Background: an optimization exercise with open tools, aiming at small area, a short achievable clock period and few clock cycles per item. Do not read the settings as production practice. In this exercise RTL edits were held to simulation tests only and were not proved equivalent to the original.

File: flow/design.v
package rhpt_pkg;
  localparam int unsigned VAL_W    = 16;
  localparam int unsigned TIME_W   = 32;
  localparam int unsigned PEAK_W   = 15;
  localparam int unsigned HOURS_W  = 29;
  localparam int unsigned HELD_W   = 8;
  localparam int unsigned            RECIP_HI_W  = 5;
  localparam logic [TIME_W-1:0]      RECIP_LO    = 32'd878082203;
  localparam logic [RECIP_HI_W-1:0]  RECIP_HI    = 5'd18;
  localparam int unsigned            RECIP_SHIFT = 40;
endpackage
module ring_history_peak_tracker_top #(
  parameter int unsigned DEPTH = 128
) (
  input  logic                                clk,
  input  logic                                rst_n,
  input  logic                                in_valid,
  output logic                                in_ready,
  input  logic signed [rhpt_pkg::VAL_W-1:0]   in_sample_value,
  input  logic        [rhpt_pkg::TIME_W-1:0]  in_sample_time,
  output logic                                out_valid,
  input  logic                                out_ready,
  output logic signed [rhpt_pkg::VAL_W-1:0]   out_current_value,
  output logic                                out_peak_found,
  output logic        [rhpt_pkg::PEAK_W-1:0]  out_peak_value,
  output logic        [rhpt_pkg::TIME_W-1:0]  out_peak_age_seconds,
  output logic        [rhpt_pkg::HOURS_W-1:0] out_peak_age_hours_q8,
  output logic        [rhpt_pkg::HELD_W-1:0]  out_entries_held,
  output logic                                out_ring_full
);
  localparam int unsigned BL = 16;              
  localparam int unsigned NB = DEPTH / BL;      
  localparam int unsigned MW = $clog2(BL);
  localparam int unsigned CW = $clog2(DEPTH + 1);
  localparam int unsigned VW = rhpt_pkg::VAL_W;
  localparam int unsigned PW = rhpt_pkg::PEAK_W;
  localparam int unsigned TW = rhpt_pkg::TIME_W;
  localparam int unsigned QW = rhpt_pkg::HOURS_W;
  localparam int unsigned HW = rhpt_pkg::HELD_W;
  localparam int unsigned TB = DEPTH - BL + 1;  
  localparam int unsigned NT = BL - 1;          
  localparam int unsigned RW = 1 + PW + TW + 1 + TW;
  localparam int unsigned SW = 1 + PW + TW + VW;
  function automatic logic gt32(input logic [31:0] a, input logic [31:0] b);
    logic [31:0] g, p;
    g = a & ~b;
    p = a | ~b;
    for (int s = 1; s < 32; s = s * 2) begin
      for (int k = 0; k + s < 32; k = k + 2 * s) begin
        g[k] = g[k+s] | (p[k+s] & g[k]);
        p[k] = p[k+s] & p[k];
      end
    end
    gt32 = g[0];
  endfunction
  function automatic logic [RW-1:0] comb(input logic [RW-1:0] o, input logic [RW-1:0] n);
    logic          of, nf, otv, ntv, take_v, take_t;
    logic [PW-1:0] opv, npv;
    logic [TW-1:0] opt, npt, ot, nt;
    {of, opv, opt, otv, ot} = o;
    {nf, npv, npt, ntv, nt} = n;
    take_v = nf & (~of | gt32({17'd0, npv}, {17'd0, opv}));
    take_t = ntv & (~otv | gt32(nt, ot));
    comb = {of | nf, take_v ? {npv, npt} : {opv, opt},
            otv | ntv, take_t ? nt : ot};
  endfunction
  logic          in_v_r;
  logic [VW-1:0] in_val_r;
  logic [TW-1:0] in_time_r;
  logic          skid_full_r;
  logic          go;
  logic          acc;
  assign go       = in_v_r & ~skid_full_r;
  assign in_ready = ~in_v_r | ~skid_full_r;
  assign acc      = in_valid & in_ready;
  always_ff @(posedge clk) begin
    if (!rst_n) in_v_r <= 1'b0;
    else        in_v_r <= acc | (in_v_r & ~go);
    if (acc) begin
      in_val_r  <= in_sample_value;
      in_time_r <= in_sample_time;
    end
  end
  logic [DEPTH*PW-1:0] wv;      
  logic [DEPTH*TW-1:0] wt;      
  logic [DEPTH-1:0]    wd;      
  logic [DEPTH-1:0]    wtd;     
  logic [CW-1:0]       fill_r;
  logic [MW-1:0]       m_r;     
  logic                cur_s_r;  
  logic [BL-2:0]       cmp_v, cmp_t;
  logic                new_pos;
  logic [RW-1:0]       new_rec, run_r;
  logic [RW-1:0]       q_r [NB-1];
  logic                push;
  assign new_pos = ~in_val_r[VW-1] & (|in_val_r[VW-2:0]);
  assign new_rec = {new_pos, in_val_r[PW-1:0], in_time_r, 1'b1, in_time_r};
  assign push    = (m_r == MW'(BL - 1));
  for (genvar i = 0; i < BL - 1; i++) begin : g_cmp
    assign cmp_v[i] = new_pos & gt32({17'd0, in_val_r[PW-1:0]}, {17'd0, wv[i*PW +: PW]});
    assign cmp_t[i] = ~gt32(wt[i*TW +: TW], in_time_r);
  end
  always_ff @(posedge clk) begin
    if (!rst_n) begin
      fill_r <= '0;
      m_r    <= MW'(BL - 1);
      run_r[RW-1]    <= 1'b0;
      run_r[TW]      <= 1'b0;
      for (int k = 0; k < NB - 1; k++) begin
        q_r[k][RW-1] <= 1'b0;
        q_r[k][TW]   <= 1'b0;
      end
    end else if (go) begin
      if (fill_r != CW'(DEPTH)) fill_r <= fill_r + CW'(1);
      m_r <= m_r + MW'(1);
      if (push) begin
        run_r <= new_rec;
        q_r[0] <= run_r;
        for (int k = 1; k < NB - 1; k++) q_r[k] <= comb(q_r[k-1], run_r);
      end else begin
        run_r <= comb(run_r, new_rec);
      end
    end
    if (go) begin
      wv    <= {wv[(DEPTH-1)*PW-1:0], in_val_r[PW-1:0]};
      wt    <= {wt[(DEPTH-1)*TW-1:0], in_time_r};
      wd    <= {wd[DEPTH-2:BL-1], wd[BL-2:0] | cmp_v, ~new_pos};
      wtd   <= {wtd[DEPTH-2:BL-1], wtd[BL-2:0] | cmp_t, 1'b0};
      cur_s_r <= in_val_r[VW-1];
    end
  end
  logic [NT-1:0] cand_p, cand_t, above_p, above_t, oh_p, oh_t;
  logic [PW-1:0] sel_pv;
  logic [TW-1:0] sel_pt, sel_nt;
  logic [RW-1:0] tail_r;
  for (genvar j = 0; j < NT; j++) begin : g_tail
    logic in_win;
    assign in_win    = (fill_r >= CW'(TB + j)) & (push | (m_r < MW'(j)));
    assign cand_p[j] = in_win & ~wd[TB - 1 + j];
    assign cand_t[j] = in_win & ~wtd[TB - 1 + j];
  end
  always_comb begin
    above_p[NT-1] = 1'b0;
    above_t[NT-1] = 1'b0;
    for (int j = NT - 2; j >= 0; j--) begin
      above_p[j] = above_p[j+1] | cand_p[j+1];
      above_t[j] = above_t[j+1] | cand_t[j+1];
    end
  end
  assign oh_p = cand_p & ~above_p;
  assign oh_t = cand_t & ~above_t;
  always_comb begin
    sel_pv = '0;
    sel_pt = '0;
    sel_nt = '0;
    for (int j = 0; j < NT; j++) begin
      sel_pv = sel_pv | (wv[(TB-1+j)*PW +: PW] & {PW{oh_p[j]}});
      sel_pt = sel_pt | (wt[(TB-1+j)*TW +: TW] & {TW{oh_p[j]}});
      sel_nt = sel_nt | (wt[(TB-1+j)*TW +: TW] & {TW{oh_t[j]}});
    end
  end
  always_ff @(posedge clk) begin
    if (go) tail_r <= {|cand_p, sel_pv, sel_pt, |cand_t, sel_nt};
  end
  logic          ef, qf, rf, etv, qtv, rtv;
  logic [PW-1:0] epv, qpv, rpv;
  logic [TW-1:0] ept, qpt, rpt, et, qt, rt;
  logic          g_qe, g_re, g_rq, t_qe, t_re, t_rq;
  logic          w_found;
  logic [PW-1:0] w_pv;
  logic [TW-1:0] w_pt, w_nt, w_age;
  logic [SW-1:0] live;
  assign {ef, epv, ept, etv, et} = tail_r;
  assign {qf, qpv, qpt, qtv, qt} = q_r[NB-2];
  assign {rf, rpv, rpt, rtv, rt} = run_r;
  assign g_qe = qf & (~ef | gt32({17'd0, qpv}, {17'd0, epv}));
  assign g_re = rf & (~ef | gt32({17'd0, rpv}, {17'd0, epv}));
  assign g_rq = rf & (~qf | gt32({17'd0, rpv}, {17'd0, qpv}));
  assign t_qe = qtv & (~etv | gt32(qt, et));
  assign t_re = rtv & (~etv | gt32(rt, et));
  assign t_rq = rtv & (~qtv | gt32(rt, qt));
  always_comb begin
    if (g_qe) {w_pv, w_pt} = g_rq ? {rpv, rpt} : {qpv, qpt};
    else      {w_pv, w_pt} = g_re ? {rpv, rpt} : {epv, ept};
    if (t_qe) w_nt = t_rq ? rt : qt;
    else      w_nt = t_re ? rt : et;
  end
  assign w_found = ef | qf | rf;
  assign w_age   = (w_nt & {TW{w_found}}) - w_pt;
  assign live    = {w_found, w_pv, w_age, cur_s_r, wv[PW-1:0]};
  logic          adv;
  logic          lp_r;         
  logic [SW-1:0] skid_r;
  logic          p1_v, ov_r;
  logic [SW-1:0] p1;
  assign adv = ~ov_r | out_ready;
  always_ff @(posedge clk) begin
    if (!rst_n) begin
      lp_r        <= 1'b0;
      skid_full_r <= 1'b0;
      p1_v        <= 1'b0;
      ov_r        <= 1'b0;
    end else begin
      lp_r <= go | (lp_r & skid_full_r);
      if (skid_full_r) begin
        if (adv) skid_full_r <= 1'b0;
      end else if (lp_r && !adv) begin
        skid_full_r <= 1'b1;
      end
      if (adv) begin
        p1_v <= skid_full_r | lp_r;
        ov_r <= p1_v;
      end
    end
    if (!skid_full_r && lp_r && !adv) skid_r <= live;
    if (adv) p1 <= skid_full_r ? skid_r : live;
  end
  logic          p1_found;
  logic [PW-1:0] p1_pv;
  logic [TW-1:0] p1_age;
  logic [VW-1:0] p1_cur;
  assign {p1_found, p1_pv, p1_age, p1_cur} = p1;
  logic [40:0] hsum;
  logic [40:0] a41;
  assign a41  = {9'd0, p1_age};
  assign hsum = 41'd5 + (a41 << 8) + (a41 << 5) + (a41 << 2) - a41
              + (a41 >> 2) + (a41 >> 5) - (a41 >> 7) - (a41 >> 9)
              - (a41 >> 11) + (a41 >> 13) - (a41 >> 17) + (a41 >> 21)
              + (a41 >> 23) - (a41 >> 26) - (a41 >> 28);
  always_ff @(posedge clk) begin
    if (!rst_n) begin
      out_entries_held <= '0;
      out_ring_full    <= 1'b0;
    end else if (adv && p1_v) begin
      if (out_entries_held != HW'(DEPTH)) out_entries_held <= out_entries_held + HW'(1);
      out_ring_full <= (out_entries_held >= HW'(DEPTH - 1));
    end
    if (adv) begin
      out_peak_found        <= p1_found;
      out_peak_value        <= p1_pv;
      out_peak_age_seconds  <= p1_age;
      out_peak_age_hours_q8 <= hsum[12 +: QW];
      out_current_value     <= p1_cur;
    end
  end
  assign out_valid = ov_r;
endmodule
File: flow/run.sh
#!/bin/bash
# synth_recipe.tcl (not shown) runs the flow's synth.tcl, then flattens the netlist and writes it again
# the make line also repeats each setting of config.mk as NAME=value (left out here)
make -C /OpenROAD-flow-scripts/flow DESIGN_CONFIG=/design/flow/config.mk WORK_HOME=/design/flow/orfs CLKGATE_MAP_FILE= SYNTH_SCRIPT=/design/flow/synth_recipe.tcl finish
File: flow/config.mk
export PLATFORM = sky130hd
export DESIGN_NAME = ring_history_peak_tracker_top
export DESIGN_NICKNAME = ring_history_peak_tracker_top
export VERILOG_FILES = /design/flow/design.v
export SDC_FILE = /design/flow/constraint.sdc
export NUM_CORES = 4
export LEC_CHECK = 0
export CAP_MARGIN = 20
export CORE_MARGIN = 2
export CORE_UTILIZATION = 45
export SETUP_SLACK_MARGIN = 5
export SLEW_MARGIN = 20
export SYNTH_MEMORY_MAX_BITS = 8192
File: flow/constraint.sdc
create_clock -name core_clock -period 10.0 [get_ports {clk}]
set_input_delay 2.0000 -clock core_clock [delete_from_list [all_inputs] [get_ports {clk}]]
set_output_delay 2.0000 -clock core_clock [all_outputs]
set_load 0.01 [all_outputs]
==> results of run 1 <==
## critical path: cells and delay by family, from the launching register on
kind / cells / cell delay, ns
adder cells (fa/ha/maj): 7 / 3.13
AO/OA/AOI/OAI: 7 / 1.38
buffers and inverters: 4 / 0.58
XOR/XNOR: 1 / 0.14
AND/OR/NAND/NOR: 2 / 0.39
flip-flops: 1 / 0.45
## cells in the final DEF (no fill, tap or decap), types with 42 or more instances in the layout
cell type and n:
clkinv_1 190, edfxtp_1 7205, clkinvlp_4 46, o22ai_1 148, buf_6 65, mux2_2 374, a31oi_1 58, buf_12 50
a211oi_1 47, clkdlybuf4s50_1 154, clkinv_2 113, o221ai_1 74, nand3_1 140, a22oi_1 105, o211ai_1 54, nand2_1 361
nor2_1 356, nand2b_1 176, a221oi_1 133, fa_1 227, a22o_1 44, mux2i_1 82, maj3_1 372, a222oi_1 101
a21oi_1 280, nand4_1 42, o21ai_0 319, clkbuf_1 164, inv_1 541, ha_1 193, clkbuf_16 715, nor2b_1 170
buf_4 380, nor3_1 88, a221o_1 250
## worst paths after layout
kind         cells past startpoint                                  end  slack (ns)                from
min reg2reg                      0                   wtd[107]$_DFFE_PP_        0.37  wtd[106]$_DFFE_PP_
max reg2reg                     21  out_peak_age_hours_q8[10]$_DFFE_PN_        3.73    p1[37]$_DFFE_PN_
min                              0                   wtd[107]$_DFFE_PP_        0.37  wtd[106]$_DFFE_PP_
max                             21  out_peak_age_hours_q8[10]$_DFFE_PN_        3.73    p1[37]$_DFFE_PN_
## final cells by class
class	count	area [um2]	area share, %
Multi-Input combinational cell	5102	43200	14.3
Clock buffer	885	18600	6.16
Tap cell	7755	9700	3.22
Sequential cell	7247	217000	72.1
Antenna cell	11	27.5	0.00913
Inverter	614	2470	0.821
Timing Repair Buffer	663	6470	2.15
Clock inverter	399	3670	1.22
## sequential cells by signal, indices dropped and copies added (netlist names), 4 cells and up, named ones only
register	cells
out_peak_value	15
tail_r	81
wd	127
skid_r	64
wv	1905
wtd	126
out_peak_age_seconds	32
out_entries_held	8
in_val_r	16
m_r	4
in_time_r	32
run_r	81
wt	4064
out_current_value	16
q_r	567
fill_r	8
p1	64
out_peak_age_hours_q8	29
## routing by layer
metal  wire (um)  part of all wire [%]  track usage, %  vias up
li1            -                     -               -    55300
met1      239000                    46            25.4    63500
met2      232000                    45            25.6     3952
met3       31600                   6.1            2.73      877
met4       15300                   2.9            5.21       14
met5          81                 0.016               0        -
## logic make-up (layout without fill, tap and decap cells)
group | after synthesis | count (layout)
muxes | 498 | 498
xor gates and xnor gates | 66 | 66
DFF | 7247 | 7247
and+or+nand+nor | 1562 | 1565
buffers and inverters | 1067 | 2561
adders and majority gates | 855 | 855
other | 0 | 11
AOI/OAI and AO/OA | 2118 | 2118
## Yosys cell counts, drive strengths merged, types with 181 or more instances
library cell / count
edfxtp: 7205
inv: 589
mux2: 416
maj3: 392
nor2: 373
clkbuf: 367
nand2: 367
o21ai: 366
a21oi: 314
a221o: 278
fa: 240
ha: 223
nor2b: 184
nand2b: 181
## timing repair
| action | in CTS | in global routing |
|---|---|---|
| buffers inserted | 188 | 85 |
| hold buffers | 0 | 0 |
| setup endpoints to repair | 282 | 308 |
| pin swaps | 141 | 120 |
| gates resized for setup | 413 | 178 |
| cloned | 10 | 2 |
## per-stage QoR
step	utilization [%]	cells
final	51.8	22700
after CTS	51.6	22600
after global placement	47.1	21100
after floorplan	-	13400
after global routing	51.8	22700
after detailed placement	47.1	21100
==> impl_metrics.json, run 1 <==
{
  "run_status": "finished clean",
  "grt_pass1_vias": 121000,
  "crit_chain": "clkinvlp_4 > buf_4 > buf_6 > buf_4 > fa_1 > fa_1 > fa_1 > fa_1 > fa_1 > ha_1 > ha_4 > a21o_1 > a21o_1 > a21oi_2 > nand2_1 > a211o_4 > a31oi_4 > o21ai_2 > or2_4 > a21o_1 > xor2_1",
  "max_freq_mhz": 159,
  "max_stage_delay_ns": 0.57,
  "initial_core_util_pct": 45.1,
  "first_pass_iters": 10,
  "ys_warn_count": 2,
  "io_buffers": 155,
  "die_h_um": 767,
  "viasPerCell": 5.45,
  "clk_pin_slew_worst_paths_ns": 0.06,
  "synth_simple_gate_area_share_pct": 2.96,
  "setup_ws_ns": 3.73,
  "fin_crit_sh_pct": 62.7,
  "synth_top_family_by_area": "compound AO/OA/AOI/OAI gates",
  "dp_slack_ns": 2.23,
  "synth-seq-area-share_pct": 82.8,
  "synth-edff-count": 7205,
  "tightestPinTransition_ns": 1.19,
  "ys_ff_latch": 7247,
  "start_kind": "flop",
  "hold_violations": 0,
  "grt_pass1_wl_um": 763000,
  "place_area_mm2": 0.274,
  "synth_ff_type": "edfxtp_1",
  "syn_avg_cell_area_um2": 19.6,
  "slew_headroom_pct": 20.4,
  "critPathKind": "reg2reg",
  "coreArea_mm2": 0.581,
  "post-route-min-period_ns": 6.27,
  "clock_latency_ns": 1.10,
  "final_area_mm2": 0.301,
  "syn_nets": 13900,
  "finalSetupTns_ns": 0,
  "drv_cap": 0,
  "areaGrowthSynthToFinish_pct": 14.9,
  "rsz0062_at_grt": "yes",
  "netlist_instances": 13400,
  "synth_compound_gate_area_share_pct": 5.93,
  "timing.hold.ws_ns": 0.370,
  "wirelength_um": 518000,
  "grt_usage_pct": 16.9,
  "synthArstFlopShare_pct": 0,
  "setup_viol": 0,
  "dp.final_hpwl_um": 300000,
  "netlist.area_leader.share_pct": 82.5,
  "antenna_found_initial": 51,
  "wl_per_cell_um": 22.8,
  "worstPathRequired_ns": 10.80,
  "place.gp.congestion": 0.855,
  "cts_made_buffers": 706,
  "clock_path_buffers": 4,
  "cts_tree": "done",
  "dr.first_iter.drc_count": 13700,
  "h-tree-depth": 6,
  "fill_cells": 45600,
  "vias": 124000,
  "die_area_mm2": 0.589,
  "rows": 280,
  "fin_skew_ns": 0.0857,
  "cts_root_buf": "clkbuf_16",
  "synth_xor_xnor_area_share_pct": 0.220,
  "synthMuxAreaShare_pct": 2.10,
  "drc": 0,
  "synthAdderAreaFrac_pct": 4.40,
  "drive_gt1_share_pct": 15.2,
  "hp-class": "reg2reg",
  "worstPathArrival_ns": 7.07,
  "final_max_slew_viol_count": 0,
  "synth_top_cell_by_area": "edfxtp_1",
  "synth_area_leaders": "edfxtp_1 82%, fa_1 1.8%, mux2_2 1.7%",
  "num-nets-final": 14800,
  "synth_cell_types": 95,
  "cp_max_fo": 5,
  "die_x_um": 767,
  "crit_top_cell": "fa_1",
  "syn_area_mm2": 0.262,
  "end_kind": "flop",
  "pin_count": 156,
  "clock-sinks": 7247,
  "cpMaxStageDelayCell": "fa_1",
  "grt-ovfl-total": 0,
  "drtAntennaViolNets": 0,
  "grt_max_degree": 201
}
Testbench counts, summed over its fixed seeds: cycles 2,592, items 2,560.
==> inputs of run 2 (changes only) <==
--- a/flow/design.v
+++ b/flow/design.v
@@ -40,7 +40,7 @@
   localparam int unsigned TB = DEPTH - BL + 1;  
   localparam int unsigned NT = BL - 1;          
   localparam int unsigned RW = 1 + PW + TW + 1 + TW;
-  localparam int unsigned SW = 1 + PW + TW + VW;
+  localparam int unsigned SW = 1 + PW + TW + TW + VW;
   function automatic logic gt32(input logic [31:0] a, input logic [31:0] b);
     logic [31:0] g, p;
     g = a & ~b;
@@ -92,10 +92,9 @@
   logic                new_pos;
   logic [RW-1:0]       new_rec, run_r;
   logic [RW-1:0]       q_r [NB-1];
-  logic                push;
+  logic                push;      
   assign new_pos = ~in_val_r[VW-1] & (|in_val_r[VW-2:0]);
   assign new_rec = {new_pos, in_val_r[PW-1:0], in_time_r, 1'b1, in_time_r};
-  assign push    = (m_r == MW'(BL - 1));
   for (genvar i = 0; i < BL - 1; i++) begin : g_cmp
     assign cmp_v[i] = new_pos & gt32({17'd0, in_val_r[PW-1:0]}, {17'd0, wv[i*PW +: PW]});
     assign cmp_t[i] = ~gt32(wt[i*TW +: TW], in_time_r);
@@ -104,6 +103,7 @@
     if (!rst_n) begin
       fill_r <= '0;
       m_r    <= MW'(BL - 1);
+      push   <= 1'b1;
       run_r[RW-1]    <= 1'b0;
       run_r[TW]      <= 1'b0;
       for (int k = 0; k < NB - 1; k++) begin
@@ -113,6 +113,7 @@
     end else if (go) begin
       if (fill_r != CW'(DEPTH)) fill_r <= fill_r + CW'(1);
       m_r <= m_r + MW'(1);
+      push <= (m_r == MW'(BL - 2));
       if (push) begin
         run_r <= new_rec;
         q_r[0] <= run_r;
@@ -168,7 +169,7 @@
   logic          g_qe, g_re, g_rq, t_qe, t_re, t_rq;
   logic          w_found;
   logic [PW-1:0] w_pv;
-  logic [TW-1:0] w_pt, w_nt, w_age;
+  logic [TW-1:0] w_pt, w_nt;
   logic [SW-1:0] live;
   assign {ef, epv, ept, etv, et} = tail_r;
   assign {qf, qpv, qpt, qtv, qt} = q_r[NB-2];
@@ -186,12 +187,11 @@
     else      w_nt = t_re ? rt : et;
   end
   assign w_found = ef | qf | rf;
-  assign w_age   = (w_nt & {TW{w_found}}) - w_pt;
-  assign live    = {w_found, w_pv, w_age, cur_s_r, wv[PW-1:0]};
+  assign live    = {w_found, w_pv, w_pt, w_nt, cur_s_r, wv[PW-1:0]};
   logic          adv;
   logic          lp_r;         
   logic [SW-1:0] skid_r;
-  logic          p1_v, ov_r;
+  logic          p1_v, p2_v, p3_v, ov_r;
   logic [SW-1:0] p1;
   assign adv = ~ov_r | out_ready;
   always_ff @(posedge clk) begin
@@ -199,6 +199,8 @@
       lp_r        <= 1'b0;
       skid_full_r <= 1'b0;
       p1_v        <= 1'b0;
+      p2_v        <= 1'b0;
+      p3_v        <= 1'b0;
       ov_r        <= 1'b0;
     end else begin
       lp_r <= go | (lp_r & skid_full_r);
@@ -209,7 +211,9 @@
       end
       if (adv) begin
         p1_v <= skid_full_r | lp_r;
-        ov_r <= p1_v;
+        p2_v <= p1_v;
+        p3_v <= p2_v;
+        ov_r <= p3_v;
       end
     end
     if (!skid_full_r && lp_r && !adv) skid_r <= live;
@@ -217,30 +221,103 @@
   end
   logic          p1_found;
   logic [PW-1:0] p1_pv;
-  logic [TW-1:0] p1_age;
+  logic [TW-1:0] p1_pt, p1_nt;
   logic [VW-1:0] p1_cur;
-  assign {p1_found, p1_pv, p1_age, p1_cur} = p1;
-  logic [40:0] hsum;
+  assign {p1_found, p1_pv, p1_pt, p1_nt, p1_cur} = p1;
+  logic          p2_found;
+  logic [PW-1:0] p2_pv;
+  logic [TW-1:0] p2_age;
+  logic [VW-1:0] p2_cur;
+  always_ff @(posedge clk) begin
+    if (adv) begin
+      p2_found <= p1_found;
+      p2_pv    <= p1_pv;
+      p2_age   <= (p1_nt & {TW{p1_found}}) - p1_pt;
+      p2_cur   <= p1_cur;
+    end
+  end
+  localparam int unsigned NR = 16;
+  logic [40:0] rows [NR];
   logic [40:0] a41;
-  assign a41  = {9'd0, p1_age};
-  assign hsum = 41'd5 + (a41 << 8) + (a41 << 5) + (a41 << 2) - a41
-              + (a41 >> 2) + (a41 >> 5) - (a41 >> 7) - (a41 >> 9)
-              - (a41 >> 11) + (a41 >> 13) - (a41 >> 17) + (a41 >> 21)
-              + (a41 >> 23) - (a41 >> 26) - (a41 >> 28);
+  assign a41 = {9'd0, p2_age};
+  always_comb begin
+    rows[0]  = a41 << 8;
+    rows[1]  = a41 << 5;
+    rows[2]  = a41 << 2;
+    rows[3]  = ~a41;
+    rows[4]  = a41 >> 2;
+    rows[5]  = a41 >> 5;
+    rows[6]  = ~(a41 >> 7);
+    rows[7]  = ~(a41 >> 9);
+    rows[8]  = ~(a41 >> 11);
+    rows[9]  = a41 >> 13;
+    rows[10] = ~(a41 >> 17);
+    rows[11] = a41 >> 21;
+    rows[12] = a41 >> 23;
+    rows[13] = ~(a41 >> 26);
+    rows[14] = ~(a41 >> 28);
+    rows[15] = 41'd13;
+  end
+  logic [40:0] cs0, cc0, cs1, cc1, cs2, cc2, cs3, cc3, cs4, cc4, cs5, cc5, cs6, cc6, cs7, cc7, cs8, cc8, cs9, cc9, cs10, cc10, cs11, cc11, cs12, cc12, cs13, cc13;
+  assign cs0 = rows[0] ^ rows[1] ^ rows[2];
+  assign cc0 = ((rows[0] & rows[1]) | (rows[0] & rows[2]) | (rows[1] & rows[2])) << 1;
+  assign cs1 = rows[3] ^ rows[4] ^ rows[5];
+  assign cc1 = ((rows[3] & rows[4]) | (rows[3] & rows[5]) | (rows[4] & rows[5])) << 1;
+  assign cs2 = rows[6] ^ rows[7] ^ rows[8];
+  assign cc2 = ((rows[6] & rows[7]) | (rows[6] & rows[8]) | (rows[7] & rows[8])) << 1;
+  assign cs3 = rows[9] ^ rows[10] ^ rows[11];
+  assign cc3 = ((rows[9] & rows[10]) | (rows[9] & rows[11]) | (rows[10] & rows[11])) << 1;
+  assign cs4 = rows[12] ^ rows[13] ^ rows[14];
+  assign cc4 = ((rows[12] & rows[13]) | (rows[12] & rows[14]) | (rows[13] & rows[14])) << 1;
+  assign cs5 = cs0 ^ cc0 ^ cs1;
+  assign cc5 = ((cs0 & cc0) | (cs0 & cs1) | (cc0 & cs1)) << 1;
+  assign cs6 = cc1 ^ cs2 ^ cc2;
+  assign cc6 = ((cc1 & cs2) | (cc1 & cc2) | (cs2 & cc2)) << 1;
+  assign cs7 = cs3 ^ cc3 ^ cs4;
+  assign cc7 = ((cs3 & cc3) | (cs3 & cs4) | (cc3 & cs4)) << 1;
+  assign cs8 = cs5 ^ cc5 ^ cs6;
+  assign cc8 = ((cs5 & cc5) | (cs5 & cs6) | (cc5 & cs6)) << 1;
+  assign cs9 = cc6 ^ cs7 ^ cc7;
+  assign cc9 = ((cc6 & cs7) | (cc6 & cc7) | (cs7 & cc7)) << 1;
+  assign cs10 = cs8 ^ cc8 ^ cs9;
+  assign cc10 = ((cs8 & cc8) | (cs8 & cs9) | (cc8 & cs9)) << 1;
+  assign cs11 = cc9 ^ cc4 ^ rows[15];
+  assign cc11 = ((cc9 & cc4) | (cc9 & rows[15]) | (cc4 & rows[15])) << 1;
+  assign cs12 = cs10 ^ cc10 ^ cs11;
+  assign cc12 = ((cs10 & cc10) | (cs10 & cs11) | (cc10 & cs11)) << 1;
+  assign cs13 = cs12 ^ cc12 ^ cc11;
+  assign cc13 = ((cs12 & cc12) | (cs12 & cc11) | (cc12 & cc11)) << 1;
+  logic          p3_found;
+  logic [PW-1:0] p3_pv;
+  logic [TW-1:0] p3_age;
+  logic [VW-1:0] p3_cur;
+  logic [40:0]   p3_hs, p3_hc;
+  logic [40:0]   p3_hsum;
+  always_ff @(posedge clk) begin
+    if (adv) begin
+      p3_found <= p2_found;
+      p3_pv    <= p2_pv;
+      p3_age   <= p2_age;
+      p3_cur   <= p2_cur;
+      p3_hs    <= cs13;
+      p3_hc    <= cc13;
+    end
+  end
+  assign p3_hsum = p3_hs + p3_hc;
   always_ff @(posedge clk) begin
     if (!rst_n) begin
       out_entries_held <= '0;
       out_ring_full    <= 1'b0;
-    end else if (adv && p1_v) begin
+    end else if (adv && p3_v) begin
       if (out_entries_held != HW'(DEPTH)) out_entries_held <= out_entries_held + HW'(1);
       out_ring_full <= (out_entries_held >= HW'(DEPTH - 1));
     end
     if (adv) begin
-      out_peak_found        <= p1_found;
-      out_peak_value        <= p1_pv;
-      out_peak_age_seconds  <= p1_age;
-      out_peak_age_hours_q8 <= hsum[12 +: QW];
-      out_current_value     <= p1_cur;
+      out_peak_found        <= p3_found;
+      out_peak_value        <= p3_pv;
+      out_peak_age_seconds  <= p3_age;
+      out_peak_age_hours_q8 <= p3_hsum[12 +: QW];
+      out_current_value     <= p3_cur;
     end
   end
   assign out_valid = ov_r;
==> run 2 against run 1 <==
Clock skew is 0.0014 ns lower; still clean on timing, DRC and antenna; largest cell class unchanged.
==> impl_metrics.json, run 2 <==
{
  "areaGrowthSynthToFinish_pct": 13.3,
  "crit_top_cell": "fa_1",
  "reg2reg_depth": 10,
  "clock-sinks": 7520,
  "rows": 284,
  "fin_skew_ns": 0.0843,
  "end_kind": "flop",
  "die_h_um": 780,
  "grt_usage_pct": 15.9,
  "coreArea_mm2": 0.599,
  "worstHoldPathCells": 0,
  "drc": 0,
  "post-route-min-period_ns": 4.82,
  "r2r_start": "p2_age[16]$_DFFE_PN_",
  "drv_cap": 0,
  "max_stage_delay_ns": 0.77,
  "yosys-top-cells-count": "7475 x edfxtp_1, 845 x inv_1, 496 x maj3_1",
  "setup_viol": 0,
  "io_buffers": 155,
  "critPathKind": "reg2reg",
  "grt_pass1_wl_um": 748000,
  "h-tree-depth": 6,
  "wl_per_cell_um": 21.6,
  "netlist.area_leader.share_pct": 82.9,
  "final_cell_mix": "7475 x edfxtp_1, 841 x inv_1, 738 x clkbuf_16, 496 x maj3_1, 477 x nand2_1",
  "run_status": "finished clean",
  "first_pass_iters": 7,
  "vias": 124000,
  "drive_gt1_share_pct": 11.6,
  "final_area_mm2": 0.307,
  "layout.area.seq_mm2": 0.225,
  "yosysMostFrequentCell": "edfxtp_1",
  "initial_core_util_pct": 45.2,
  "top_register": "wt",
  "finalSetupTns_ns": 0,
  "synth_ff_type": "edfxtp_1",
  "cts_made_buffers": 736,
  "cpMaxStageDelayCell": "edfxtp_1",
  "pin_count": 156,
  "viasPerCell": 5.36,
  "final_common_cell": "edfxtp_1",
  "drtAntennaViolNets": 0,
  "synth_top_cell_by_area": "edfxtp_1",
  "syn_avg_cell_area_um2": 19.7,
  "clock_latency_ns": 1.12,
  "start_kind": "flop",
  "largest_registers": "wt (4064), wv (1905), q_r (567)",
  "place.gp.congestion": 0.854,
  "ys_warn_count": 3,
  "synth_area_leaders": "edfxtp_1 83%, fa_1 2.0%, maj3_1 1.8%",
  "ys_ff_latch": 7520,
  "hp-class": "reg2reg",
  "worstPathRequired_ns": 10.82,
  "synth_cell_types": 88,
  "dp.final_hpwl_um": 288000,
  "hold_path_end": "wt[3157]$_DFFE_PP_",
  "critical_path_buf_inv_count": 4,
  "num-nets-final": 15000,
  "die_area_mm2": 0.608,
  "synth-edff-count": 7475,
  "cts_tree": "done",
  "hold_violations": 0,
  "r2r_end": "p3_hs[24]$_DFFE_PN_",
  "multi_input_comb_area_mm2": 0.0406,
  "grt_pass1_vias": 120000,
  "max_freq_mhz": 207,
  "synth-seq-area-share_pct": 83.2,
  "tightestPinTransition_ns": 1.16,
  "cts_root_buf": "clkbuf_16",
  "clk_pin_slew_worst_paths_ns": 0.06,
  "die_x_um": 780,
  "slew_headroom_pct": 22.5,
  "fin_crit_sh_pct": 48.2,
  "worstPathArrival_ns": 5.64,
  "fill_cells": 47200,
  "grt_max_degree": 216,
  "clock_path_buffers": 4,
  "dr.first_iter.drc_count": 13500,
  "cp_top_family": "adder cells",
  "netlist_instances": 13800,
  "largest_reg_flops": 4064,
  "rsz0062_at_grt": "no",
  "synthArstFlopShare_pct": 0,
  "final_max_slew_viol_count": 0,
  "syn_nets": 14300,
  "syn_area_mm2": 0.271,
  "grt-ovfl-total": 0,
  "wirelength_um": 499000,
  "crit_chain": "inv_1 > fa_1 > fa_1 > fa_1 > inv_1 > fa_1 > inv_1 > fa_1 > inv_1 > fa_1",
  "rrSetupSlack_ns": 5.18,
  "cp_max_fo": 7,
  "antenna_found_initial": 22,
  "place_area_mm2": 0.283,
  "hold_start": "wt[3125]$_DFFE_PP_"
}
==> run 2: cell types whose count changed after synthesis, moves of 64 or more <==
cell,delta
o22ai_1,+76
a221oi_1,-69
nand2b_1,-66
a222oi_1,-64
o21ai_0,-148
nand2_1,+114
edfxtp_1,+270
inv_1,+264
a221o_1,+174
maj3_1,+119
==> run 2: layout make-up <==
type                            instances  share of cell area [%]
Antenna cell                            9                 0.00734
Timing Repair Buffer                  442                    1.33
Clock inverter                        389                    1.30
Clock buffer                          934                    6.28
Inverter                              878                    1.09
Tap cell                             8008                    3.27
Multi-Input combinational cell       4907                    13.2
Sequential cell                      7520                    73.5
==> run 2: cells by family after synthesis <==
kind of cell,after synthesis,share of synthesized area (%)
flops,7520,83.2
compound gates,1901,5.40
simple gates,1516,2.64
buf+inv,1337,1.89
fa+ha+maj,964,4.73
mux,465,1.90
xor+xnor,60,0.194
==> run 2: how the worst max path moves through the flow <==
stage	from	endpoint	slack, ns	cells after the start
after global routing	fill_r[1]$_SDFFE_PN0P_	tail_r[26]$_DFFE_PP_	5.01	16
after CTS	p2_age[28]$_DFFE_PN_	p3_hs[7]$_DFFE_PN_	5.01	10
after global placement	fill_r[1]$_SDFFE_PN0P_	tail_r[40]$_DFFE_PP_	4.67	15
after floorplan	skid_full_r$_SDFF_PN0_	q_r[0][0]$_DFFE_PP_	-12.73	4
after detailed placement	fill_r[1]$_SDFFE_PN0P_	tail_r[73]$_DFFE_PP_	4.60	15
final	p2_age[16]$_DFFE_PN_	p3_hs[24]$_DFFE_PN_	5.18	10
==> run 2: per-stage QoR <==
| stage | hold slack, ns | std cells | worst slack [ns] | util, % |
|---|---|---|---|---|
| final | 0.357 | 23100 | 5.18 | 51.2 |
| after global routing | 0.349 | 23100 | 5.01 | 51.2 |
| after CTS | 0.343 | 23000 | 5.01 | 51.1 |
| after detailed placement | 0.405 | 21700 | 4.60 | 47.2 |
| after global placement | 0.400 | 21700 | 4.67 | 47.2 |
| after floorplan | 0.400 | 13800 | -12.73 | - |
==> run 2: what timing repair did <==
action	CTS	global route
resized for setup	5	18
gates cloned	1	0
hold buffers	0	0
buffers inserted	12	39
setup endpoints to repair	135	237
pin swaps	1	0
==> run 2: routing by layer <==
metal / up-vias / GRT usage (%) / wire length [um]
met5: - / 0.0470 / 53
met4: 4 / 5.31 / 16200
met3: 958 / 3.17 / 35600
met2: 4280 / 22.7 / 211000
met1: 63000 / 24.6 / 236000
li1: 55600 / - / -
Testbench counts of run 2, summed over its fixed seeds: cycles 2,608, items 2,560.
==> inputs of run 3 (changes only) <==
--- a/flow/design.v
+++ b/flow/design.v
@@ -71,11 +71,19 @@
   logic          go;
   logic          acc;
   assign go       = in_v_r & ~skid_full_r;
-  assign in_ready = ~in_v_r | ~skid_full_r;
-  assign acc      = in_valid & in_ready;
+  logic          in_v_nxt, skid_nxt;
+  logic          in_ready_r;    
+  assign in_ready = in_ready_r;
+  assign acc      = in_valid & in_ready_r;
+  assign in_v_nxt = acc | (in_v_r & ~go);
   always_ff @(posedge clk) begin
-    if (!rst_n) in_v_r <= 1'b0;
-    else        in_v_r <= acc | (in_v_r & ~go);
+    if (!rst_n) begin
+      in_v_r     <= 1'b0;
+      in_ready_r <= 1'b1;
+    end else begin
+      in_v_r     <= in_v_nxt;
+      in_ready_r <= ~in_v_nxt | ~skid_nxt;
+    end
     if (acc) begin
       in_val_r  <= in_sample_value;
       in_time_r <= in_sample_time;
@@ -193,7 +201,8 @@
   logic [SW-1:0] skid_r;
   logic          p1_v, p2_v, p3_v, ov_r;
   logic [SW-1:0] p1;
-  assign adv = ~ov_r | out_ready;
+  assign adv      = ~ov_r | out_ready;
+  assign skid_nxt = skid_full_r ? ~adv : (lp_r & ~adv);
   always_ff @(posedge clk) begin
     if (!rst_n) begin
       lp_r        <= 1'b0;
@@ -203,12 +212,8 @@
       p3_v        <= 1'b0;
       ov_r        <= 1'b0;
     end else begin
-      lp_r <= go | (lp_r & skid_full_r);
-      if (skid_full_r) begin
-        if (adv) skid_full_r <= 1'b0;
-      end else if (lp_r && !adv) begin
-        skid_full_r <= 1'b1;
-      end
+      lp_r        <= go | (lp_r & skid_full_r);
+      skid_full_r <= skid_nxt;
       if (adv) begin
         p1_v <= skid_full_r | lp_r;
         p2_v <= p1_v;
==> flow/flow/run.sh (new file) <==
#!/bin/bash
set -euo pipefail
bash standard.sh SETUP_SLACK_MARGIN=6.5 finish > flow_make.log 2>&1
==> flow/standard.sh (new file) <==
#!/bin/bash
# synth_recipe.tcl (not shown) runs the flow's synth.tcl, then flattens the netlist and writes it again
# the make line also repeats each setting of config.mk as NAME=value (left out here)
make -C /OpenROAD-flow-scripts/flow DESIGN_CONFIG=/design/flow/config.mk WORK_HOME=/design/flow/orfs CLKGATE_MAP_FILE= SYNTH_SCRIPT=/design/flow/synth_recipe.tcl "${@:-finish}"
--- a/flow/config.mk
+++ b/flow/config.mk
@@ -8,6 +8,7 @@
 export CAP_MARGIN = 20
 export CORE_MARGIN = 2
 export CORE_UTILIZATION = 45
-export SETUP_SLACK_MARGIN = 5
+export CTS_CLUSTER_DIAMETER = 60
+export CTS_CLUSTER_SIZE = 30
 export SLEW_MARGIN = 20
 export SYNTH_MEMORY_MAX_BITS = 8192
removed: flow/run.sh
==> run 3 against run 2 <==
Still clean on timing, DRC and antenna; global-route usage is 1.6 points higher; cell count increased by 3.9%; register-to-register slack gained 0.49 ns; cell area is 4.1% higher; routed wire length is 15% higher; synthesized area grew 0.70%; flip-flop and latch count is 1 higher; clock skew rose by 0.0084 ns; worst setup slack gained 0.49 ns; die area is 0.70% higher; via count increased by 7.5%; largest cell class unchanged; highest routed layer unchanged.
==> impl_metrics.json, run 3 <==
{
  "run_status": "finished clean",
  "antenna_found_initial": 25,
  "syn_avg_cell_area_um2": 19.0,
  "cts_tree": "done",
  "worstHoldPathCells": 0,
  "drv_cap": 0,
  "fin_crit_sh_pct": 43.3,
  "final_common_cell": "edfxtp_1",
  "max_freq_mhz": 231,
  "ys_ff_latch": 7521,
  "cp_max_fo": 3,
  "synth_top_cell_by_area": "edfxtp_1",
  "hp-class": "reg2reg",
  "yosysMostFrequentCell": "edfxtp_1",
  "tightestPinTransition_ns": 1.15,
  "grt_usage_pct": 17.6,
  "cpMaxStageDelayCell": "edfxtp_1",
  "dr.first_iter.drc_count": 15800,
  "timing.hold.ws_ns": 0.359,
  "post-route-min-period_ns": 4.33,
  "crit_chain": "clkinvlp_4 > buf_6 > buf_12 > fa_1 > fa_1 > fa_1 > inv_1 > fa_1 > inv_2 > fa_1 > inv_1 > fa_2",
  "vias": 133000,
  "r2r_end": "p3_hs[18]$_DFFE_PN_",
  "hold_start": "wt[685]$_DFFE_PP_",
  "yosys-top-cells-count": "7475 x edfxtp_1, 829 x inv_1, 682 x nand2_1",
  "synth_cell_types": 103,
  "die_h_um": 782,
  "die_area_mm2": 0.612,
  "fill_cells": 46500,
  "h-tree-depth": 5,
  "die_x_um": 782,
  "rows": 285,
  "grt-ovfl-total": 0,
  "synth_ff_type": "edfxtp_1",
  "syn_nets": 14900,
  "final_max_slew_viol_count": 0,
  "largest_reg_flops": 4064,
  "pin_count": 156,
  "place.gp.congestion": 0.830,
  "cts_made_buffers": 459,
  "crit_top_cell": "fa_1",
  "critical_path_buf_inv_count": 6,
  "clock-sinks": 7521,
  "hold_path_end": "wt[717]$_DFFE_PP_",
  "first_pass_iters": 6,
  "clock_path_buffers": 4,
  "areaGrowthSynthToFinish_pct": 17.1,
  "end_kind": "flop",
  "grt_max_degree": 201,
  "dp.final_hpwl_um": 309000,
  "synth-seq-area-share_pct": 82.7,
  "largest_registers": "wt (4064), wv (1905), q_r (567)",
  "rrSetupSlack_ns": 5.67,
  "setup_viol": 0,
  "cts_hold_buf": 0,
  "syn_area_mm2": 0.273,
  "num-nets-final": 16100,
  "coreArea_mm2": 0.603,
  "io_buffers": 155,
  "crit_cells": 12,
  "cts_root_buf": "clkbuf_16",
  "max_stage_delay_ns": 0.56,
  "wirelength_um": 574000,
  "netlist.area_leader.share_pct": 82.3,
  "clock_latency_ns": 1.06,
  "drive_gt1_share_pct": 21.3,
  "synthArstFlopShare_pct": 0,
  "dp_slack_ns": 4.84,
  "start_kind": "flop",
  "rsz0062_at_grt": "yes",
  "reg2reg_depth": 12,
  "drtAntennaViolNets": 0,
  "final_cell_mix": "7475 x edfxtp_1, 687 x inv_1, 641 x nand2_1, 502 x clkbuf_16, 477 x buf_4",
  "cp_top_family": "adder cells",
  "hold_violations": 0,
  "drc": 0,
  "ys_warn_count": 3,
  "slew_headroom_pct": 23.3,
  "netlist_instances": 14400,
  "finalSetupTns_ns": 0,
  "top_register": "wt",
  "worstPathRequired_ns": 10.72,
  "clk_pin_slew_worst_paths_ns": 0.10,
  "grt_pass1_vias": 126000,
  "fin_skew_ns": 0.0927,
  "critPathKind": "reg2reg",
  "synth_area_leaders": "edfxtp_1 82%, fa_1 2.0%, a221o_1 1.7%",
  "grt_pass1_wl_um": 821000,
  "initial_core_util_pct": 45.2,
  "worstPathArrival_ns": 5.05,
  "synth-edff-count": 7475,
  "r2r_start": "p2_age[10]$_DFFE_PN_",
  "wl_per_cell_um": 23.9,
  "setup_ws_ns": 5.67,
  "viasPerCell": 5.55
}
-- run 3: worst max path at each step --
stage                      startpoint              endpoint  slack, ns
2_1_floorplan  skid_full_r$_SDFF_PN0_   q_r[0][0]$_DFFE_PP_     -12.73
3_3_place_gp                out_ready      p1[14]$_DFFE_PN_       4.93
3_5_place_dp   fill_r[1]$_SDFFE_PN0P_  tail_r[33]$_DFFE_PP_       4.84
4_1_cts          p2_age[10]$_DFFE_PN_   p3_hs[18]$_DFFE_PN_       5.66
5_1_grt          p2_age[13]$_DFFE_PN_   p3_hs[21]$_DFFE_PN_       5.58
6_report         p2_age[10]$_DFFE_PN_   p3_hs[18]$_DFFE_PN_       5.67
-- run 3: area by class of cell --
cell class | count | area [um2] | share of cell area, %
timing repair inverter | 2 | 10.0 | 0.00314
sequential | 7521 | 225000 | 70.6
inverter | 864 | 3550 | 1.11
timing repair buffer | 1181 | 14500 | 4.53
clock inverter | 387 | 5640 | 1.77
clock buffer | 475 | 11600 | 3.64
tap | 8036 | 10100 | 3.15
antenna | 11 | 27.5 | 0.00862
multi-input combinational | 5519 | 48500 | 15.2
-- run 3: timing repair --
action / CTS / global route
gates resized for setup: 1585 / 1121
setup endpoints to repair: 4662 / 2452
pin swaps: 439 / 470
gates cloned: 96 / 59
setup buffers: 436 / 215
-- run 3: metal layers --
layer / vias up / GRT usage (%) / wire length [um] / part of all wire [%]
met4: 8 / 5.77 / 22000 / 3.8
met5: - / 0 / 49 / 0.0085
met3: 1129 / 3.00 / 43500 / 7.6
met2: 4921 / 26.8 / 258000 / 45
li1: 58800 / - / - / -
met1: 68300 / 25.8 / 250000 / 44
-- run 3: metrics by stage --
step | std cells | instance area (um2) | utilization (%)
floorplan | 14400 | 273000 | -
global placement | 22300 | 285000 | 47.2
detailed placement | 22300 | 285000 | 47.2
CTS | 23700 | 312000 | 51.7
global route | 24000 | 319000 | 52.9
finish | 24000 | 319000 | 52.9
-- run 3: cells by family (layout without fill, tap and decap cells) --
| family | Yosys count | count (layout) | synth area share [%] |
|---|---|---|---|
| flip-flops | 7521 | 7521 | 82.7 |
| adder cells (fa/ha/maj) | 883 | 883 | 4.44 |
| other | 0 | 11 | 0 |
| multiplexers | 239 | 239 | 0.985 |
| buffers and inverters | 1361 | 2909 | 1.97 |
| AO/OA/AOI/OAI | 2327 | 2335 | 6.27 |
| XOR/XNOR | 61 | 61 | 0.196 |
| AND/OR/NAND/NOR | 1984 | 2001 | 3.48 |
Testbench counts of run 3, summed over its fixed seeds: cycles 2,608, items 2,560.
==> inputs of run 4 (changes only) <==
==> flow/flow/run.sh (replaced) <==
#!/bin/bash
set -euo pipefail
bash standard.sh SETUP_SLACK_MARGIN=6.1 finish > flow_make.log 2>&1
--- a/flow/config.mk
+++ b/flow/config.mk
@@ -7,7 +7,7 @@
 export LEC_CHECK = 0
 export CAP_MARGIN = 20
 export CORE_MARGIN = 2
-export CORE_UTILIZATION = 45
+export CORE_UTILIZATION = 55
 export CTS_CLUSTER_DIAMETER = 60
 export CTS_CLUSTER_SIZE = 30
 export SLEW_MARGIN = 20
==> run 4 against run 3 <==
Flip-flop and latch count stayed put; critical path depth is 1 higher; still clean on timing, DRC and antenna; highest routed layer unchanged; critical endpoint is now p3_hs[20]$_DFFE_PN_; largest cell class unchanged; global-route usage is 3.3 points higher.
==> impl_metrics.json, run 4 <==
{
  "rsz0062_at_grt": "yes",
  "cts_tree": "done",
  "fin_skew_ns": 0.0722,
  "dp_slack_ns": 4.50,
  "max_stage_delay_ns": 0.55,
  "hold_start": "wt[3384]$_DFFE_PP_",
  "synth_top_family_by_area": "compound AO/OA/AOI/OAI gates",
  "place_area_mm2": 0.283,
  "end_kind": "flop",
  "wirelength_um": 542000,
  "slew_headroom_pct": 24.1,
  "hp-class": "reg2reg",
  "initial_core_util_pct": 55.2,
  "synth_compound_gate_area_share_pct": 6.27,
  "synth_cell_types": 103,
  "h-tree-depth": 6,
  "viasPerCell": 5.96,
  "antenna_found_initial": 32,
  "synthMuxAreaShare_pct": 0.985,
  "worstPathArrival_ns": 5.02,
  "dp.cells": 20800,
  "syn_avg_cell_area_um2": 19.0,
  "start_kind": "flop",
  "grt_usage_pct": 20.8,
  "startpoint": "p2_age[25]$_DFFE_PN_",
  "synth_xor_xnor_area_share_pct": 0.196,
  "drc": 0,
  "areaGrowthSynthToFinish_pct": 12.5,
  "synth_area_leaders": "edfxtp_1 82%, fa_1 2.0%, a221o_1 1.7%",
  "io_buffers": 155,
  "cp_max_fo": 5,
  "synth_ff_type": "edfxtp_1",
  "synthAdderAreaFrac_pct": 4.44,
  "layout.area.seq_mm2": 0.225,
  "setup_viol": 0,
  "r2r_start": "p2_age[25]$_DFFE_PN_",
  "grt_pass1_wl_um": 801000,
  "netlist_instances": 14400,
  "num-nets-final": 15700,
  "critical_path_buf_inv_count": 7,
  "dp.final_hpwl_um": 313000,
  "hold_violations": 0,
  "drv_cap": 0,
  "syn_nets": 14900,
  "ys_ff_latch": 7521,
  "yosysMostFrequentCell": "edfxtp_1",
  "die_area_mm2": 0.501,
  "drtAntennaViolNets": 0,
  "met1Wirelength_um": 236000,
  "clock_latency_ns": 1.07,
  "final_common_cell": "edfxtp_1",
  "largest_reg_flops": 4064,
  "dr.first_iter.drc_count": 15400,
  "cts_made_buffers": 524,
  "synth_simple_gate_area_share_pct": 3.48,
  "met3_length_um": 39400,
  "fin_crit_sh_pct": 42.6,
  "pin_count": 156,
  "vias": 132000,
  "first_pass_iters": 8,
  "wl_per_cell_um": 24.5,
  "clk_pin_slew_worst_paths_ns": 0.10,
  "timing.hold.ws_ns": 0.369,
  "crit_chain": "buf_12 > buf_4 > buf_12 > fa_1 > inv_2 > fa_1 > fa_1 > inv_1 > fa_1 > inv_1 > fa_2 > inv_1 > fa_2",
  "fill_cells": 34400,
  "grt-ovfl-total": 0,
  "highest_layer": "met5",
  "die_h_um": 708,
  "tightestPinTransition_ns": 1.14,
  "ys_warn_count": 3,
  "max_freq_mhz": 235,
  "yosys-top-cells-count": "7475 x edfxtp_1, 829 x inv_1, 682 x nand2_1",
  "top_register": "wt",
  "grt_pass1_vias": 129000,
  "largest_registers": "wt (4064), wv (1905), q_r (567)",
  "run_status": "finished clean",
  "cp_top_family": "adder cells",
  "cts_root_buf": "clkbuf_16",
  "setup_ws_ns": 5.74,
  "coreArea_mm2": 0.494,
  "cts_hold_buf": 0,
  "grt_max_degree": 203,
  "drive_gt1_share_pct": 13.7,
  "rows": 258,
  "final_cell_mix": "7475 x edfxtp_1, 699 x inv_1, 677 x nand2_1, 549 x clkbuf_16, 460 x a221o_1",
  "synth-seq-area-share_pct": 82.7,
  "cpMaxStageDelayCell": "fa_1",
  "syn_area_mm2": 0.273,
  "synth_top_cell_by_area": "edfxtp_1",
  "multi_input_comb_area_mm2": 0.0435,
  "netlist.area_leader.share_pct": 82.3,
  "final_cells": 22100,
  "finalSetupTns_ns": 0,
  "clock-sinks": 7521,
  "final_area_mm2": 0.307,
  "crit_top_cell": "fa_1",
  "synth-edff-count": 7475,
  "die_x_um": 708,
  "final_max_slew_viol_count": 0,
  "wl_met2_um": 246000,
  "place.gp.congestion": 0.869,
  "worstPathRequired_ns": 10.76,
  "clock_path_buffers": 4,
  "critPathKind": "reg2reg",
  "post-route-min-period_ns": 4.26,
  "synthArstFlopShare_pct": 0
}
==> run 4: cell count changes in the layout (fill, tap and decap cells not counted), sizes merged, moves of 2 or more <==
| cell | delta |
|---|---|
| a21oi | -3 |
| buf | -501 |
| bufbuf | -16 |
| bufinv | +10 |
| clkbuf | +56 |
| clkdlybuf4s15 | +22 |
| clkinv | +3 |
| clkinvlp | +18 |
| diode | -4 |
| dlygate4sd2 | +64 |
| inv | -15 |
| nand2 | -3 |
| nand2b | -2 |
| nor2 | -2 |
==> run 4: final timing paths <==
| check | cells after the start | slack [ns] | end |
|---|---|---|---|
| worst min register to register | 0 | 0.37 | wt[3416]$_DFFE_PP_ |
| worst min-delay path | 0 | 0.37 | wt[3416]$_DFFE_PP_ |
| worst max-delay path | 13 | 5.74 | p3_hs[20]$_DFFE_PN_ |
| worst max register to register | 13 | 5.74 | p3_hs[20]$_DFFE_PN_ |
==> run 4: metrics by stage <==
step | utilization [%]
after floorplan | -
after global placement | 57.2
after detailed placement | 57.2
after CTS | 61.7
after global routing | 62.1
final | 62.1
==> run 4: area by class of cell <==
type                            count  area share [%]
Antenna cell                        7         0.00571
Clock buffer                      555            4.38
Clock inverter                    403            1.64
Inverter                          864            1.13
Multi-Input combinational cell   5509            14.2
Sequential cell                  7521            73.5
Tap cell                         6500            2.65
Timing Repair Buffer              726            2.55
Timing Repair inverter              2         0.00326
==> run 4: worst register-to-register path, delay by kind of cell, from the launching register on <==
kind,cells,cell delay (ns)
buf+inv,7,0.66
flops,1,0.42
fa+ha+maj,6,2.90
==> run 4: cells by family after synthesis <==
logic type               after synthesis
multiplexers                         239
buffers and inverters               1361
AO/OA/AOI/OAI                       2327
adder cells (fa/ha/maj)              883
flip-flops                          7521
AND/OR/NAND/NOR                     1984
XOR/XNOR                              61
==> run 4: what timing repair did <==
action                                  in CTS  in global routing
gates resized for setup                    588                295
endpoints found under the setup margin    4038               3662
cloned                                      21                 24
buffers inserted                           214                 91
pin swaps                                  186                106
==> run 4: per-layer routing <==
metal | global-route usage (%) | up-vias
met5 | 0 | -
met4 | 6.99 | 20
met3 | 3.35 | 1082
met2 | 31.8 | 5007
met1 | 31.1 | 67600
li1 | - | 57900
==> inputs of run 5 (changes only) <==
--- a/flow/design.v
+++ b/flow/design.v
@@ -263,7 +263,7 @@
     rows[14] = ~(a41 >> 28);
     rows[15] = 41'd13;
   end
-  logic [40:0] cs0, cc0, cs1, cc1, cs2, cc2, cs3, cc3, cs4, cc4, cs5, cc5, cs6, cc6, cs7, cc7, cs8, cc8, cs9, cc9, cs10, cc10, cs11, cc11, cs12, cc12, cs13, cc13;
+  logic [40:0] cs0, cc0, cs1, cc1, cs2, cc2, cs3, cc3, cs4, cc4, cs5, cc5, cs6, cc6, cs7, cc7, cs8, cc8, cs9, cc9, cs10, cc10, cs11, cc11, cs12, cc12;
   assign cs0 = rows[0] ^ rows[1] ^ rows[2];
   assign cc0 = ((rows[0] & rows[1]) | (rows[0] & rows[2]) | (rows[1] & rows[2])) << 1;
   assign cs1 = rows[3] ^ rows[4] ^ rows[5];
@@ -290,24 +290,25 @@
   assign cc11 = ((cc9 & cc4) | (cc9 & rows[15]) | (cc4 & rows[15])) << 1;
   assign cs12 = cs10 ^ cc10 ^ cs11;
   assign cc12 = ((cs10 & cc10) | (cs10 & cs11) | (cc10 & cs11)) << 1;
-  assign cs13 = cs12 ^ cc12 ^ cc11;
-  assign cc13 = ((cs12 & cc12) | (cs12 & cc11) | (cc12 & cc11)) << 1;
   logic          p3_found;
   logic [PW-1:0] p3_pv;
   logic [TW-1:0] p3_age;
   logic [VW-1:0] p3_cur;
-  logic [40:0]   p3_hs, p3_hc;
-  logic [40:0]   p3_hsum;
+  logic [40:0]   p3_h0, p3_h1, p3_h2;
+  logic [40:0]   p3_hs, p3_hc, p3_hsum;
   always_ff @(posedge clk) begin
     if (adv) begin
       p3_found <= p2_found;
       p3_pv    <= p2_pv;
       p3_age   <= p2_age;
       p3_cur   <= p2_cur;
-      p3_hs    <= cs13;
-      p3_hc    <= cc13;
+      p3_h0    <= cs12;
+      p3_h1    <= cc12;
+      p3_h2    <= cc11;
     end
   end
+  assign p3_hs   = p3_h0 ^ p3_h1 ^ p3_h2;
+  assign p3_hc   = ((p3_h0 & p3_h1) | (p3_h0 & p3_h2) | (p3_h1 & p3_h2)) << 1;
   assign p3_hsum = p3_hs + p3_hc;
   always_ff @(posedge clk) begin
     if (!rst_n) begin
==> run 5 against run 4 <==
Still clean on timing, DRC and antenna; cell count up 0.66%; critical path depth up 3; global-route usage up 1.1 points.
==> impl_metrics.json, run 5 <==
{
  "hp-class": "reg2reg",
  "finalSetupTns_ns": 0,
  "final_common_cell": "edfxtp_1",
  "crit_chain": "buf_6 > nor2b_4 > maj3_2 > maj3_2 > maj3_2 > maj3_2 > maj3_2 > maj3_2 > maj3_2 > a21oi_4 > a2bb2oi_4 > buf_12 > buf_12 > buf_12 > buf_16 > mux2_4",
  "areaGrowthSynthToFinish_pct": 14.2,
  "grt_pass1_wl_um": 825000,
  "grt_max_degree": 211,
  "run_status": "finished clean",
  "die_area_mm2": 0.502,
  "drtAntennaViolNets": 0,
  "worstHoldPathCells": 0,
  "clock_path_buffers": 4,
  "coreArea_mm2": 0.494,
  "setup_ws_ns": 5.82,
  "tightestPinTransition_ns": 1.07,
  "multi_input_comb_area_mm2": 0.0451,
  "antenna_found_initial": 34,
  "synth_area_leaders": "edfxtp_1 82%, fa_1 2.0%, maj3_1 1.6%",
  "cts_tree": "done",
  "critical_path_buf_inv_count": 5,
  "cts_root_buf": "clkbuf_16",
  "max_freq_mhz": 239,
  "io_buffers": 155,
  "start_kind": "flop",
  "hold_path_end": "wt[3207]$_DFFE_PP_",
  "num-nets-final": 15700,
  "hold_start": "wt[3175]$_DFFE_PP_",
  "grt_usage_pct": 21.9,
  "ys_ff_latch": 7548,
  "ys_warn_count": 3,
  "syn_avg_cell_area_um2": 19.2,
  "largest_reg_flops": 4064,
  "drv_cap": 0,
  "syn_area_mm2": 0.273,
  "fill_cells": 33900,
  "layout.area.seq_mm2": 0.226,
  "initial_core_util_pct": 55.3,
  "pin_count": 156,
  "netlist.area_leader.share_pct": 82.5,
  "cp_top_family": "adder cells",
  "setup_viol": 0,
  "fin_crit_sh_pct": 41.8,
  "worstPathRequired_ns": 10.80,
  "synth_top_cell_by_area": "edfxtp_1",
  "viasPerCell": 5.86,
  "cts_made_buffers": 523,
  "grt_pass1_vias": 128000,
  "yosysMostFrequentCell": "edfxtp_1",
  "startpoint": "run_r[65]$_DFFE_PP_",
  "wl_per_cell_um": 25.6,
  "synth_cell_types": 93,
  "rsz0062_at_grt": "yes",
  "worstPathArrival_ns": 4.99,
  "rows": 258,
  "top_register": "wt",
  "clock_latency_ns": 1.11,
  "synth_ff_type": "edfxtp_1",
  "syn_nets": 14700,
  "clock-sinks": 7548,
  "place.gp.congestion": 0.879,
  "largest_registers": "wt (4064), wv (1905), q_r (567)",
  "slew_headroom_pct": 28.4,
  "r2r_end": "q_r[3][41]$_DFFE_PP_",
  "clk_pin_slew_worst_paths_ns": 0.09,
  "r2r_start": "run_r[65]$_DFFE_PP_",
  "fin_skew_ns": 0.100,
  "crit_top_cell": "maj3_2",
  "yosys-top-cells-count": "7502 x edfxtp_1, 841 x inv_1, 613 x nand2_1",
  "cpMaxStageDelayCell": "edfxtp_1",
  "drive_gt1_share_pct": 16.2,
  "rrSetupSlack_ns": 5.82,
  "final_core_util_pct": 63.1,
  "dp_slack_ns": 4.60,
  "grt-ovfl-total": 0,
  "netlist_instances": 14200,
  "synth-seq-area-share_pct": 82.8,
  "dr.first_iter.drc_count": 15600,
  "reg2reg_depth": 16,
  "final_max_slew_viol_count": 0,
  "cp_max_fo": 5,
  "hold_violations": 0,
  "cts_hold_buf": 0,
  "synthArstFlopShare_pct": 0,
  "timing.hold.ws_ns": 0.374,
  "vias": 130000,
  "drc": 0,
  "end_kind": "flop",
  "post-route-min-period_ns": 4.18,
  "dp.final_hpwl_um": 328000,
  "max_stage_delay_ns": 0.40,
  "synth-edff-count": 7502,
  "final_cell_mix": "7502 x edfxtp_1, 787 x inv_1, 610 x nand2_1, 566 x clkbuf_16, 426 x nor2_1",
  "die_x_um": 709,
  "critPathKind": "reg2reg",
  "die_h_um": 709,
  "wirelength_um": 569000,
  "h-tree-depth": 6,
  "first_pass_iters": 9
}
-- run 5: cell types whose count changed in the layout (fill, tap and decap cells not counted), moves of 67 or more --
cell,before,now
inv_1,699,787
o21ai_1,175,13
nand2_1,677,610
inv_2,94,21
a22oi_1,128,43
fa_2,76,2
a221o_1,460,258
fa_1,192,266
mux2i_1,74,154
mux2_4,23,166
mux2_1,81,4
o21ai_0,317,175
mux2_2,61,153
-- run 5: layout make-up --
type                       count  area share (%)
antenna                       19          0.0152
clock buffer                 558            4.32
clock inverter               396            1.53
inverter                     874            1.12
multi-input combinational   5331            14.5
sequential                  7548            72.5
tap                         6630            2.66
timing repair buffer         874            3.36
timing repair inverter         2         0.00682
-- run 5: logic make-up after synthesis --
kind of cell | after synthesis | share of synthesized area [%]
AOI/OAI and AO/OA | 1797 | 4.96
buffers and inverters | 1347 | 1.91
xor gates and xnor gates | 66 | 0.212
adders and majority gates | 941 | 4.62
muxes | 481 | 1.92
DFF | 7548 | 82.8
and+or+nand+nor | 2036 | 3.56
-- run 5: per-stage QoR --
stage | instance area [um2] | std cells
after global routing | 312000 | 22200
after floorplan | 273000 | 14200
after CTS | 307000 | 22000
final | 312000 | 22200
after detailed placement | 284000 | 20800
after global placement | 284000 | 20800
-- run 5: worst max-delay path by stage --
stage | slack [ns] | depth (start not counted) | end
after detailed placement | 4.60 | 5 | q_r[0][11]$_DFFE_PP_
after CTS | 5.83 | 16 | q_r[3][41]$_DFFE_PP_
after floorplan | -8.44 | 7 | run_r[0]$_DFFE_PP_
after global routing | 5.76 | 16 | q_r[3][41]$_DFFE_PP_
after global placement | 4.69 | 5 | q_r[0][10]$_DFFE_PP_
final | 5.82 | 16 | q_r[3][41]$_DFFE_PP_
-- run 5: per-layer routing --
layer | GRT usage, % | vias up | routed length, um
met1 | 31.5 | 66700 | 239000
met4 | 7.61 | 12 | 23900
met5 | 0 | - | 64
met3 | 3.26 | 1186 | 40100
met2 | 34.8 | 5095 | 266000
li1 | - | 57300 | -
-- run 5: repair_timing --
item                       4_1_cts  5_1_grt
setup endpoints to repair     4117     3076
resized for setup              744      611
pin swaps                      129      299
cloned                          66       33
setup buffers                  211      154
hold endpoints to repair         0        0
Testbench counts of run 5, summed over its fixed seeds: cycles 2,608, items 2,560.

## static timing again, ports no longer ideal
Ports are ideal in the flow. The routed layouts listed here were re-timed in OpenROAD. Step 1: set_driving_cell puts a clkbuf_16 on clk and a buf_2 on each other input, an assumption about the parent block. Step 2 also shifts input and output timing later by t, the mid clock arrival at the registers, as if the neighbouring blocks saw the same clock. Slacks: no drivers / after step 1 / after step 2; pairs: no drivers / after step 1.
run | t (ns) | slack for setup (ns) | worst hold slack (ns) | worst setup path after step 2 | clock arrival spread, ns
run 1 | 1.167 | 3.727 / 3.727 / 3.727 | 0.370 / 0.370 / 0.370 | register to register | 0.095 / 0.095
run 2 | 1.204 | 5.179 / 5.179 / 5.064 | 0.357 / 0.357 / 0.357 | input to register | 0.092 / 0.093
run 3 | 1.154 | 5.670 / 5.670 / 5.617 | 0.359 / 0.359 / 0.359 | input to register | 0.123 / 0.122
run 4 | 1.159 | 5.739 / 5.739 / 5.149 | 0.369 / 0.369 / 0.369 | input to register | 0.083 / 0.083
run 5 | 1.161 | 5.815 / 5.815 / 4.985 | 0.374 / 0.374 / 0.374 | input to register | 0.113 / 0.113
After both steps setup and hold are still met in every run listed. The setup slack of run 5, which loses most, moves by 0.000 ns with the drivers and by -0.830 ns with both steps.
